Source: an optimization exercise on an open RTL-to-GDS flow (aim: small area). Production flows keep margins and buffers that such runs may drop.
Function was checked by simulation only, so behaviour that the tests miss may differ from the original.
Power and IR drop assume default switching activity.

==> flow/design.v <==
package rf_pkg;
    localparam int unsigned XLEN_DEF   = 32;
    localparam int unsigned NREGS_DEF  = 32;
    localparam int unsigned MAX_WPORTS = 8;
    typedef enum logic [1:0] {
        FWD_RF  = 2'b00,
        FWD_MEM = 2'b01,
        FWD_ALU = 2'b10
    } fwd_sel_e;
    function automatic int highest_set(input logic [MAX_WPORTS-1:0] v);
        int idx;
        idx = -1;
        for (int unsigned k = 0; k < MAX_WPORTS; k++) begin
            if (v[k]) idx = k;
        end
        highest_set = idx;
    endfunction
endpackage
module rf_scoreboard
#(
    parameter  int unsigned NREGS         = rf_pkg::NREGS_DEF,
    parameter  int unsigned NREAD         = 3,
    localparam int unsigned AW            = $clog2(NREGS)
) (
    input  logic                   i_halt,
    input  logic                   i_dec_valid,
    input  logic [NREAD*AW-1:0]    i_rs_addr,
    input  logic [NREAD-1:0]       i_rs_used,
    input  logic [NREAD*2-1:0]     i_fwd_sel,
    input  logic                   i_rd_issue,
    input  logic [AW-1:0]          i_rd_addr,
    input  logic [NREGS-1:0]       i_wait,
    output logic                   o_stall,
    output logic                   o_accept
);
    logic [NREAD-1:0] w_raw;
    logic             w_waw;
    for (genvar g = 0; g < NREAD; g++) begin : g_raw
        logic [1:0] w_sel;
        logic       w_w;
        assign w_sel = i_fwd_sel[g*2 +: 2];
        rf_mux32 u_mux (.d (i_wait), .s (i_rs_addr[g*AW +: AW]), .y (w_w));
        assign w_raw[g] = i_rs_used[g] & (w_sel[0] ~^ w_sel[1]) & w_w;
    end
    logic w_wd;
    rf_mux32 u_mux_rd (.d (i_wait), .s (i_rd_addr), .y (w_wd));
    assign w_waw    = i_rd_issue & w_wd;
    assign o_stall  = i_dec_valid & ((|w_raw) | w_waw);
    assign o_accept = i_dec_valid & ~o_stall & ~i_halt;
endmodule
module rf_mux4 (
    input  logic [3:0] d,
    input  logic [1:0] s,
    output logic       y
);
    assign y = d[s];
endmodule
module rf_mux32 (
    input  logic [31:0] d,
    input  logic [4:0]  s,
    output logic        y
);
    logic [7:0] w_l1;
    logic [1:0] w_l2;
    for (genvar i = 0; i < 8; i++) begin : g_l1
        rf_mux4 u (.d (d[4*i +: 4]), .s (s[1:0]), .y (w_l1[i]));
    end
    for (genvar i = 0; i < 2; i++) begin : g_l2
        rf_mux4 u (.d (w_l1[4*i +: 4]), .s (s[3:2]), .y (w_l2[i]));
    end
    assign y = s[4] ? w_l2[1] : w_l2[0];
endmodule
module rf_aoi22 (
    input  logic a1, a2, b1, b2,
    output logic y
);
    assign y = ~((a1 & a2) | (b1 & b2));
endmodule
module rf_o21a (
    input  logic a1, a2, b1,
    output logic y
);
    assign y = (a1 | a2) & b1;
endmodule
module rf_oai22 (
    input  logic a1, a2, b1, b2,
    output logic y
);
    assign y = ~((a1 | a2) & (b1 | b2));
endmodule
module rf_nor2 (
    input  logic a, b,
    output logic y
);
    assign y = ~(a | b);
endmodule
module rf_orn (
    input  logic [15:0] p,
    input  logic        n,
    output logic        y
);
    assign y = (|p) | ~n;
endmodule
module operand_fetch_rf
#(
    parameter  int unsigned XLEN          = rf_pkg::XLEN_DEF,
    parameter  int unsigned NREGS         = rf_pkg::NREGS_DEF,
    parameter  int unsigned NREAD         = 3,
    parameter  int unsigned NWRITE        = 2,
    parameter  int unsigned HARDWIRE_ZERO = 1,
    localparam int unsigned AW            = $clog2(NREGS)
) (
    input  logic                     clk,
    input  logic                     reset,
    input  logic                     halt,
    input  logic                     dec_valid,
    input  logic [NREAD*AW-1:0]      rs_addr,
    input  logic [NREAD-1:0]         rs_used,
    input  logic [NREAD*2-1:0]       fwd_sel,
    input  logic [XLEN-1:0]          fwd_alu,
    input  logic [XLEN-1:0]          fwd_mem,
    input  logic                     rd_issue,
    input  logic [AW-1:0]            rd_addr,
    input  logic [NWRITE-1:0]        wb_en,
    input  logic [NWRITE*AW-1:0]     wb_addr,
    input  logic [NWRITE*XLEN-1:0]   wb_data,
    output logic                     stall,
    output logic                     op_valid,
    output logic [NREAD*XLEN-1:0]    op_data,
    output logic [NREGS-1:0]         busy
);
    logic             w_accept;
    logic [NREGS-1:0] r_busy;
    logic [NREGS-1:0] w_wait;
    rf_scoreboard #(
        .NREGS  (NREGS),
        .NREAD  (NREAD)
    ) u_scoreboard (
        .i_halt      (halt),
        .i_dec_valid (dec_valid),
        .i_rs_addr   (rs_addr),
        .i_rs_used   (rs_used),
        .i_fwd_sel   (fwd_sel),
        .i_rd_issue  (rd_issue),
        .i_rd_addr   (rd_addr),
        .i_wait      (w_wait),
        .o_stall     (stall),
        .o_accept    (w_accept)
    );
    logic w_set_en;
    assign w_set_en  = ~reset & w_accept & rd_issue;
    assign r_busy[0] = 1'b0;
    assign w_wait[0] = 1'b0;
    assign busy      = r_busy;
    logic [XLEN-1:0] r_rfn [1:NREGS-1];
    logic [XLEN-1:0] w_wb0, w_wb1;
    logic            w_wr;
    assign w_wb0 = wb_data[0 +: XLEN];
    assign w_wb1 = wb_data[XLEN +: XLEN];
    assign w_wr  = ~reset & ~halt;
    for (genvar r = 1; r < NREGS; r++) begin : g_reg
        logic w_a0, w_a1, w_t1, w_t0, w_th, w_thn;
        logic [XLEN-1:0] w_wn, w_nxt;
        assign w_a0  = wb_en[0] & (wb_addr[0  +: AW] == AW'(r));
        assign w_a1  = wb_en[1] & (wb_addr[AW +: AW] == AW'(r));
        assign w_t1  = w_wr & w_a1;
        assign w_t0  = w_wr & w_a0 & ~w_a1;
        assign w_th  = ~reset & ~(w_wr & (w_a0 | w_a1));
        assign w_thn = ~w_th;
        assign w_wait[r] = r_busy[r] & ~(w_a0 | w_a1);
        always_ff @(posedge clk)
            r_busy[r] <= (r_busy[r] & w_th) | (w_set_en & (rd_addr == AW'(r)));
        for (genvar b = 0; b < XLEN; b++) begin : g_bit
            rf_aoi22 u_wr (
                .a1 (w_t1), .a2 (w_wb1[b]),
                .b1 (w_t0), .b2 (w_wb0[b]),
                .y  (w_wn[b])
            );
            rf_o21a u_upd (.a1 (w_thn), .a2 (r_rfn[r][b]), .b1 (w_wn[b]), .y (w_nxt[b]));
        end
        always_ff @(posedge clk) r_rfn[r] <= w_nxt;
    end
    logic             r_op_valid;
    logic [AW-1:0]    r_rs  [NREAD];
    logic [NREAD-1:0] r_mem, r_alu;
    logic [XLEN-1:0]  r_fmem, r_falu;
    always_ff @(posedge clk) begin
        if (reset) r_op_valid <= 1'b0;
        else if (!halt) r_op_valid <= w_accept;
    end
    always_ff @(posedge clk) begin
        if (!halt) begin
            for (int i = 0; i < NREAD; i++) begin
                r_rs[i]  <= rs_addr[i*AW +: AW];
                r_mem[i] <= (fwd_sel[i*2 +: 2] == 2'b01) & (rs_addr[i*AW +: AW] != '0);
                r_alu[i] <= (fwd_sel[i*2 +: 2] == 2'b10) & (rs_addr[i*AW +: AW] != '0);
            end
            r_fmem <= fwd_mem;
            r_falu <= fwd_alu;
        end
    end
    for (genvar g = 0; g < NREAD; g++) begin : g_read
        logic [NREGS-1:0] w_seln;
        for (genvar r = 1; r < NREGS; r++) begin : g_sel
            assign w_seln[r] = r_mem[g] | r_alu[g] | (r_rs[g] != AW'(r));
        end
        assign w_seln[0] = 1'b1;
        for (genvar b = 0; b < XLEN; b++) begin : g_bit
            logic [15:0] w_p;
            logic        w_n;
            for (genvar j = 0; j < 15; j++) begin : g_pair
                rf_oai22 u_oai (
                    .a1 (w_seln[2*j+1]), .a2 (r_rfn[2*j+1][b]),
                    .b1 (w_seln[2*j+2]), .b2 (r_rfn[2*j+2][b]),
                    .y  (w_p[j])
                );
            end
            rf_nor2 u_last (.a (w_seln[NREGS-1]), .b (r_rfn[NREGS-1][b]), .y (w_p[15]));
            rf_aoi22 u_fwd (
                .a1 (r_mem[g]), .a2 (r_fmem[b]),
                .b1 (r_alu[g]), .b2 (r_falu[b]),
                .y  (w_n)
            );
            rf_orn u_or (.p (w_p), .n (w_n), .y (op_data[g*XLEN + b]));
        end
    end
    assign op_valid = r_op_valid;
endmodule
clock: 7.0 ns
lec_check: 0
cap_margin: 20
core_margin: 2
core_utilization: 25
place_density: 0.4
slew_margin: 20
synth_hierarchical: 1
synth_minimum_keep_size: 0
standard.sh (not shown) runs the stock make flow with config.mk's settings and CLKGATE_MAP_FILE= SYNTH_SCRIPT=/design/flow/synth_recipe.tcl, a recipe that flattens the netlist after the stock synthesis.
==> flow/flow/run.sh <==
#!/bin/bash
# Layout flow: the standard flow (standard.sh, unchanged synthesis,
# floorplan, power grid, placement, routing) with settings that ORFS
# reads from the environment:
#   * port buffers are the smallest buffer, buf_1, instead of the default
#     delay buffer (every input and output port still gets one);
#   * clock tree: clkbuf_8 only, sink clusters of at most 15 flip-flops
#     within 60 um, no dummy balancing loads;
#   * after synthesis (the unchanged standard synthesis), flow/downsize.tcl
#     gives each combinational cell the smallest drive of its family; the
#     placement and timing repairs size cells up again where needed.
# The whole make output goes to standard.log; each ORFS step also keeps its
# own log under orfs/logs/.
set -euo pipefail
export BUFFER_PORTS_ARGS="-buffer_cell sky130_fd_sc_hd__buf_1"
export CTS_ARGS="-sink_clustering_enable -repair_clock_nets -buf_list sky130_fd_sc_hd__clkbuf_8 -dont_use_dummy_load -sink_clustering_size 15 -sink_clustering_max_diameter 60"
export POST_SYNTH_TCL="$PWD/flow/downsize.tcl"
bash standard.sh > standard.log 2>&1
Other scripts of this flow, unchanged in this note and not shown: flow/flow/downsize.tcl
Change:
--- a/flow/design.v
+++ b/flow/design.v
@@ -74,15 +74,15 @@
     input  logic a1, a2, b1, b2,
     output logic y
 );
     assign y = ~((a1 & a2) | (b1 & b2));
 endmodule
-module rf_o21a (
-    input  logic a1, a2, b1,
-    output logic y
-);
-    assign y = (a1 | a2) & b1;
+module rf_aoi221 (
+    input  logic a1, a2, b1, b2, c1,
+    output logic y
+);
+    assign y = ~((a1 & a2) | (b1 & b2) | c1);
 endmodule
 module rf_oai22 (
     input  logic a1, a2, b1, b2,
     output logic y
 );
@@ -158,27 +158,29 @@
     assign w_wb0 = wb_data[0 +: XLEN];
     assign w_wb1 = wb_data[XLEN +: XLEN];
     assign w_wr  = ~reset & ~halt;
     for (genvar r = 1; r < NREGS; r++) begin : g_reg
         logic w_a0, w_a1, w_t1, w_t0, w_th, w_thn;
-        logic [XLEN-1:0] w_wn, w_nxt;
+        logic [XLEN-1:0] w_nxt;
         assign w_a0  = wb_en[0] & (wb_addr[0  +: AW] == AW'(r));
         assign w_a1  = wb_en[1] & (wb_addr[AW +: AW] == AW'(r));
         assign w_t1  = w_wr & w_a1;
         assign w_t0  = w_wr & w_a0 & ~w_a1;
         assign w_th  = ~reset & ~(w_wr & (w_a0 | w_a1));
         assign w_thn = ~w_th;
         assign w_wait[r] = r_busy[r] & ~(w_a0 | w_a1);
         always_ff @(posedge clk)
             r_busy[r] <= (r_busy[r] & w_th) | (w_set_en & (rd_addr == AW'(r)));
         for (genvar b = 0; b < XLEN; b++) begin : g_bit
-            rf_aoi22 u_wr (
+            logic w_keep;
+            rf_nor2 u_keep (.a (w_thn), .b (r_rfn[r][b]), .y (w_keep));
+            rf_aoi221 u_upd (
                 .a1 (w_t1), .a2 (w_wb1[b]),
                 .b1 (w_t0), .b2 (w_wb0[b]),
-                .y  (w_wn[b])
+                .c1 (w_keep),
+                .y  (w_nxt[b])
             );
-            rf_o21a u_upd (.a1 (w_thn), .a2 (r_rfn[r][b]), .b1 (w_wn[b]), .y (w_nxt[b]));
         end
         always_ff @(posedge clk) r_rfn[r] <= w_nxt;
     end
     logic             r_op_valid;
     logic [AW-1:0]    r_rs  [NREAD];
After rerunning: Now the flow finished but fails on negative setup slack; core utilization barely changes; wire length decreases by 6.3%; die area decreases by 4.4%; synthesized area decreases by 4.5%; worst setup slack loses 0.11 ns; sequential power is about the same; combinational power decreases by about 5%; total power decreases by 1.3%; count of clock-buffer cells in the layout decreases by 4; clock power decreases by about 2%; non-clock buffer count increases by 31; fmax decreases by 1.6%; synthesized cell count does not change.

==> separate check: timing with driven ports <==
In the flow no input, the clock included, has a driving cell. The finished layouts below were timed again as built, in two steps. Step 1, drivers: a clkbuf_16 drives clk and a buf_2 each remaining input, both assumed. Step 2 times the ports against the registers' clock, not the clock port: input delays grow and output delays shrink by t, the midpoint of the rising clock arrivals with the driver on. Three values: ideal ports, drivers, drivers and shift; two values: the first two.
run	t, ns	slack for setup (ns)	hold WS [ns]	clock arrival spread, ns	cell pins on the clock port's net
the first run	1.017	0.103 / 0.014 / 0.613	0.505 / 0.505 / 0.505	0.120 / 0.120	1
the second run	0.988	-0.012 / -0.102 / 0.678	0.527 / 0.527 / 0.527	0.130 / 0.129	1
